This is an optimization exercise on Yosys and OpenROAD, whose aim is small area and few clock cycles, not a production implementation. Function was checked by simulation only, so behaviour that the tests miss may differ from the original. Power and IR drop assume default switching activity.

--- flow/config.mk ---
export PLATFORM = sky130hd
export DESIGN_NAME = cache_2way
export DESIGN_NICKNAME = cache_2way
export VERILOG_FILES = /design/flow/design.v
export SDC_FILE = /design/flow/constraint.sdc
export NUM_CORES = 8
export LEC_CHECK = 0
export CAP_MARGIN = 20
export CORE_MARGIN = 2
export CORE_UTILIZATION = 30
export SLEW_MARGIN = 20
--- flow/constraint.sdc ---
create_clock -name core_clock -period 12.0 [get_ports {clk}]
set_input_delay 2.4000 -clock core_clock [delete_from_list [all_inputs] [get_ports {clk}]]
set_output_delay 2.4000 -clock core_clock [all_outputs]
set_load 0.01 [all_outputs]
--- flow/design.v ---
module cache_2way #(
  parameter int SET_W = 2,
  parameter int CNT_W = 16
) (
  input  logic             clk,
  input  logic             proc_reset,
  input  logic             proc_read,
  input  logic             proc_write,
  input  logic [29:0]      proc_addr,
  input  logic [31:0]      proc_wdata,
  output logic             proc_stall,
  output logic [31:0]      proc_rdata,
  output logic             mem_read,
  output logic             mem_write,
  output logic [27:0]      mem_addr,
  output logic [127:0]     mem_wdata,
  input  logic [127:0]     mem_rdata,
  input  logic             mem_ready,
  output logic [CNT_W-1:0] hit_cnt,
  output logic [CNT_W-1:0] miss_cnt
);
  localparam int TAG_W = 28 - SET_W;
  localparam int SETS  = 1 << SET_W;
  typedef enum logic [1:0] {
    S_COMPARE   = 2'd0,
    S_WRITEBACK = 2'd1,
    S_ALLOCATE  = 2'd2
  } state_t;
  state_t state_q, state_d;
  logic [SETS-1:0]  valid_q [2];
  logic [SETS-1:0]  dirty_q [2];
  logic [TAG_W-1:0] tag_q   [2][SETS];
  logic [127:0]     data_q  [2][SETS];
  logic [SETS-1:0]  lru_q;
  logic             victim_q;
  logic [SET_W-1:0] set_idx;
  logic [TAG_W-1:0] tag_in;
  logic [6:0]       word_bit;
  logic             req;
  logic             hit0, hit1, hit, hit_way;
  logic             victim, victim_dirty;
  logic [127:0]     hit_line;
  logic             hit_evt, miss_evt, wb_evt, fill_evt;
  assign set_idx  = proc_addr[SET_W+1:2];
  assign tag_in   = proc_addr[29:SET_W+2];
  assign word_bit = {proc_addr[1:0], 5'b0};
  assign req      = proc_read | proc_write;
  assign hit0    = valid_q[0][set_idx] && (tag_q[0][set_idx] == tag_in);
  assign hit1    = valid_q[1][set_idx] && (tag_q[1][set_idx] == tag_in);
  assign hit     = req && (hit0 || hit1);
  assign hit_way = hit0 ? 1'b0 : 1'b1;
  assign hit_line   = data_q[hit_way][set_idx];
  assign proc_rdata = hit_line[word_bit +: 32];
  always_comb begin
    victim = lru_q[set_idx];
    if (!valid_q[0][set_idx])
      victim = 1'b0;
    else if (!valid_q[1][set_idx])
      victim = 1'b1;
  end
  assign victim_dirty = valid_q[victim][set_idx] && dirty_q[victim][set_idx];
  always_ff @(posedge clk or posedge proc_reset) begin
    if (proc_reset)
      state_q <= S_COMPARE;
    else
      state_q <= state_d;
  end
  always_comb begin
    state_d    = state_q;
    proc_stall = 1'b0;
    hit_evt    = 1'b0;
    miss_evt   = 1'b0;
    wb_evt     = 1'b0;
    fill_evt   = 1'b0;
    case (state_q)
      S_COMPARE: begin
        if (req) begin
          if (hit) begin
            hit_evt = 1'b1;
          end else begin
            miss_evt   = 1'b1;
            proc_stall = 1'b1;
            state_d    = victim_dirty ? S_WRITEBACK : S_ALLOCATE;
          end
        end
      end
      S_WRITEBACK: begin
        proc_stall = 1'b1;
        if (mem_ready) begin
          wb_evt  = 1'b1;
          state_d = S_ALLOCATE;
        end
      end
      S_ALLOCATE: begin
        proc_stall = 1'b1;
        if (mem_ready) begin
          fill_evt = 1'b1;
          state_d  = S_COMPARE;
        end
      end
      default: state_d = S_COMPARE;
    endcase
  end
  always_ff @(posedge clk or posedge proc_reset) begin
    if (proc_reset) begin
      mem_read  <= 1'b0;
      mem_write <= 1'b0;
      mem_addr  <= '0;
      mem_wdata <= '0;
      victim_q  <= 1'b0;
      lru_q     <= '0;
      hit_cnt   <= '0;
      miss_cnt  <= '0;
      for (int w = 0; w < 2; w++) begin
        valid_q[w] <= '0;
        dirty_q[w] <= '0;
        for (int s = 0; s < SETS; s++) begin
          tag_q[w][s]  <= '0;
          data_q[w][s] <= '0;
        end
      end
    end else begin
      if (hit_evt) begin
        if (proc_write) begin
          data_q[hit_way][set_idx][word_bit +: 32] <= proc_wdata;
          dirty_q[hit_way][set_idx]                <= 1'b1;
        end
        lru_q[set_idx] <= ~hit_way;
        if (hit_cnt != '1)
          hit_cnt <= hit_cnt + 1'b1;
      end
      if (miss_evt) begin
        victim_q <= victim;
        if (miss_cnt != '1)
          miss_cnt <= miss_cnt + 1'b1;
        if (victim_dirty) begin
          mem_write <= 1'b1;
          mem_addr  <= {tag_q[victim][set_idx], set_idx};
          mem_wdata <= data_q[victim][set_idx];
        end else begin
          mem_read <= 1'b1;
          mem_addr <= proc_addr[29:2];
        end
      end
      if (wb_evt) begin
        dirty_q[victim_q][set_idx] <= 1'b0;
        mem_write                  <= 1'b0;
        mem_read                   <= 1'b1;
        mem_addr                   <= proc_addr[29:2];
      end
      if (fill_evt) begin
        data_q[victim_q][set_idx]  <= mem_rdata;
        tag_q[victim_q][set_idx]   <= tag_in;
        valid_q[victim_q][set_idx] <= 1'b1;
        dirty_q[victim_q][set_idx] <= 1'b0;
        lru_q[set_idx]             <= ~victim_q;
        mem_read                   <= 1'b0;
      end
    end
  end
endmodule
--- flow/run.sh ---
#!/bin/bash
# synth_recipe.tcl (not shown) runs the flow's synth.tcl, then flattens the netlist and writes it again
# the make line also repeats each setting of config.mk as NAME=value (left out here)
make -C /OpenROAD-flow-scripts/flow DESIGN_CONFIG=/design/flow/config.mk WORK_HOME=/design/flow/orfs CLKGATE_MAP_FILE= SYNTH_SCRIPT=/design/flow/synth_recipe.tcl finish
==> flow_metrics.tcl <==
set metrics [dict create \
    outcome "finished clean" \
    cts_buffers 173 \
    fin_crit_ns 11.87 \
    fin_nets 9015 \
    stdcell_area_mm2 0.0933 \
    port_buffers 417 \
    synth_most_common_cell "nand2_1" \
    power_frac_clock 0.232 \
    cts_max_path_buffers 3 \
    totalWireLength_um 435000 \
    cp.arrival_ns 9.47 \
    std_cell_rows 189 \
    syn-instance-count 8938 \
    async_reset_ff_frac 1.00 \
    powerDensity_mw_per_mm2 260 \
    worst_path_max_delay_cell "a222oi_1" \
    switching_share 0.418 \
    io_pins 418 \
    place_area_mm2 0.0873 \
    synth.distinct_cells 88 \
    overflow 0 \
    hold_start "data_q[6][96]" \
    p_comb_frac 0.382 \
    vias 82400 \
    synth_edf_count 0 \
    first_pass_iters 12 \
    ys_ff_latch 1445 \
    grt_pass1_vias 78000 \
    p_seq_frac 0.386 \
    route.detailed.wl_per_inst_um 34.8 \
    die_area_mm2 0.269 \
    syn-cell-area_mm2 0.0795 \
    cts_hold_repair.buffers 0 \
    core_area_mm2 0.264 \
    area_growth_pct 17.4 \
    startpoint_type "primary input" \
    ys.flop_type "dfrtp_1" \
    grtUsageTotal 0.311 \
    critical-path-max-stage-delay_ns 0.83 \
    r2r_cells 15 \
    ys_warn_count 5 \
    fmax_ghz 0.0842 \
    regToRegEndpoint "data_q[5][0]" \
    grt_setup_unrepaired "false" \
    fin_tns_setup_ns 0 \
    slew_headroom 0.144 \
    drtAntennaViolNets 0 \
    crit_type "primary input to output port" \
    slew_violations 0 \
    internal_power_w 0.0141 \
    cts_resized 0 \
    grt_start_max_net_pins 174 \
    cts_setup_buffers 0 \
    grt_pass1_wl_um 610000 \
    setup_violations 0 \
    leakage_nw 37.9 \
    ys_seq_area_frac 0.455 \
    synth_top_area_share 0.455 \
    ff2ff_setup_slack_ns 4.66 \
    die_h_um 519 \
    cts-root-buf "clkbuf_16" \
    synthTopCellsByCount "nand2_1 (1455), dfrtp_1 (1445), clkbuf_1 (798)" \
    fill_cells 26700 \
    initial_utilization 0.301 \
    multi_input_area_mm2 0.0398 \
    drv_cap 0 \
    path_max_fanout 32 \
    final.setup_skew_ns 0.0804 \
    cts_tree "yes" \
    place.gp.congestion 0.989 \
    whs_ns 0.473 \
    hpwl_um 263000 \
    clk_pin_slew_worst_paths_ns 0.06 \
    cts_sinks 1445 \
    clk_latency_ns 0.90 \
    cpMostUsedCell "buf_4" \
    crit_chain "clkdlybuf4s50_1 -> buf_4 -> clkinv_1 -> ha_4 -> a222oi_1 -> xnor2_1 -> nor4_1 -> buf_4 -> a22oi_1 -> or4_4 -> nor3_4 -> buf_12 -> buf_4 -> mux2_2 -> a222oi_1 -> a21oi_1 -> a21o_1 -> clkdlybuf4s50_1" \
    htree_levels 4 \
    p_sw_w 0.0101 \
    avgSynthCellArea_um2 8.90 \
    first_iter_violations 15000 \
    finalCritPeriodShare 0.989 \
    holdPathEnd "data_q[6][96]" \
    whs_path_depth 2 \
    r2r-start "tag_q[3][10]" \
    drc 0 \
    worst_pin_slew_ns 1.28 \
    required_ns 9.60 \
    synthTopCellsByArea "dfrtp_1 (45%), nand2_1 (6.9%), a22oi_1 (5.1%)" \
    regArea_mm2 0.0362 \
    ir_drop_uv 235 \
    fp.dieW_um 519 \
    antenna_found_initial 91 \
    syn_nets 9151 \
    synth_top_area_cell "dfrtp_1" \
    drive_above_1_share 0.0991 \
    via_per_inst 6.59 \
    crit_path_end_kind "output port" \
    worst_hold_path_type "register to register" \
    hold_viol 0 \
]
-- registers in the layout, summed over array words and instances (netlist names) --
register,flops
data_q,1024
dirty_q,8
hit_cnt,16
lru_q,4
mem_addr,28
mem_read,1
mem_wdata,128
mem_write,1
miss_cnt,16
state_q,2
tag_q,208
valid_q,8
victim_q,1
-- metrics by stage --
stage	total power, W	setup WS (ns)	util	instances
floorplan	0.0140	-10.40	-	8938
global placement	0.0180	0.342	0.330	12200
detailed placement	0.0182	0.431	0.330	12200
CTS	0.0239	0.379	0.353	12500
global route	0.0252	0.112	0.353	12500
finish	0.0242	0.128	0.353	12500
-- power groups by stage --
stage	clock network (W)	registers [W]	logic, W
5_1_grt	0.00584	0.00957	0.00981
3_5_place_dp	0	0.00928	0.00895
3_3_place_gp	0	0.00924	0.00874
4_1_cts	0.00565	0.00923	0.00897
2_1_floorplan	0	0.00870	0.00531
6_report	0.00562	0.00936	0.00925
-- kinds of logic after synthesis --
kind of cell	after synthesis	synth area share
xor+xnor	43	0.00474
simple gates	2922	0.156
compound gates	3081	0.279
fa+ha+maj	18	0.00283
buf+inv	1072	0.0531
mux	357	0.0493
flops	1445	0.455
-- layout make-up --
cell class | instances | share of cell area
tap | 3533 | 0.0474
clock inverter | 62 | 0.0105
inverter | 44 | 0.00184
antenna | 35 | 0.000939
clock buffer | 249 | 0.0532
multi-input combinational | 6421 | 0.426
sequential | 1445 | 0.387
timing repair buffer | 717 | 0.0726
-- worst max-delay path by stage --
stage	cells past startpoint	slack, ns	from	to
floorplan	1	-10.40	proc_reset	data_q[0][0]
global placement	18	0.34	proc_addr[2]	proc_rdata[15]
detailed placement	18	0.43	proc_addr[2]	proc_rdata[20]
CTS	18	0.38	proc_addr[2]	proc_rdata[20]
global route	18	0.11	proc_addr[2]	proc_rdata[30]
finish	18	0.13	proc_addr[2]	proc_rdata[26]
-- critical path, delay by kind of cell --
kind                     cells  cell delay [ns]
XOR/XNOR                     1             0.11
adder cells (fa/ha/maj)      1             0.33
multiplexers                 1             0.37
buffers and inverters        7             2.38
AO/OA/AOI/OAI                5             2.22
AND/OR/NAND/NOR              3             1.59
-- cell usage in the layout, fill, tap and decap left out, types with 57 or more instances in the layout --
cell             count
a221oi_1           198
dfrtp_1           1445
nand2_1           1450
a22oi_1            537
clkdlybuf4s50_1    408
a21oi_1            522
mux2_2             206
a2bb2oi_1          268
a32oi_1             87
nor2_1             743
a222oi_1           214
nand3_1            295
a22o_1              57
clkbuf_16          173
mux2i_1            144
and2_1             186
a31oi_1            161
a221o_1            194
buf_4              274
o21ai_0            552
-- per-layer routing --
| layer | part of all wire | routed length, um | track usage |
|---|---|---|---|
| met1 | 0.36 | 157000 | 0.388 |
| met5 | 0.0014 | 606 | 0.00302 |
| met4 | 0.089 | 38700 | 0.229 |
| met3 | 0.16 | 69200 | 0.136 |
| met2 | 0.39 | 170000 | 0.419 |
Testbench counts, summed over its fixed seeds: cycles 95,981.

re-timing with driven ports:
Ports are ideal in the flow. The routed layout listed here was re-timed in OpenROAD. Step 1, drivers: a clkbuf_16 drives clk and a buf_2 each remaining input, both assumed. Step 2 times the ports against the registers' clock, not the clock port: input delays grow and output delays shrink by t, the midpoint of the rising clock arrivals with the driver on. Three values: ideal, step 1, step 2; two values: the first two.
t, ns: 0.958
slack for setup (ns): 0.128 / 0.097 / 0.097
worst register clock-pin slew, ns: 0.08 / 0.08
cell pins on the clock port's net: 1
After both steps this run still meets setup and hold. For this run, drivers alone change the setup slack by -0.031 ns; drivers and shift together by -0.031 ns.
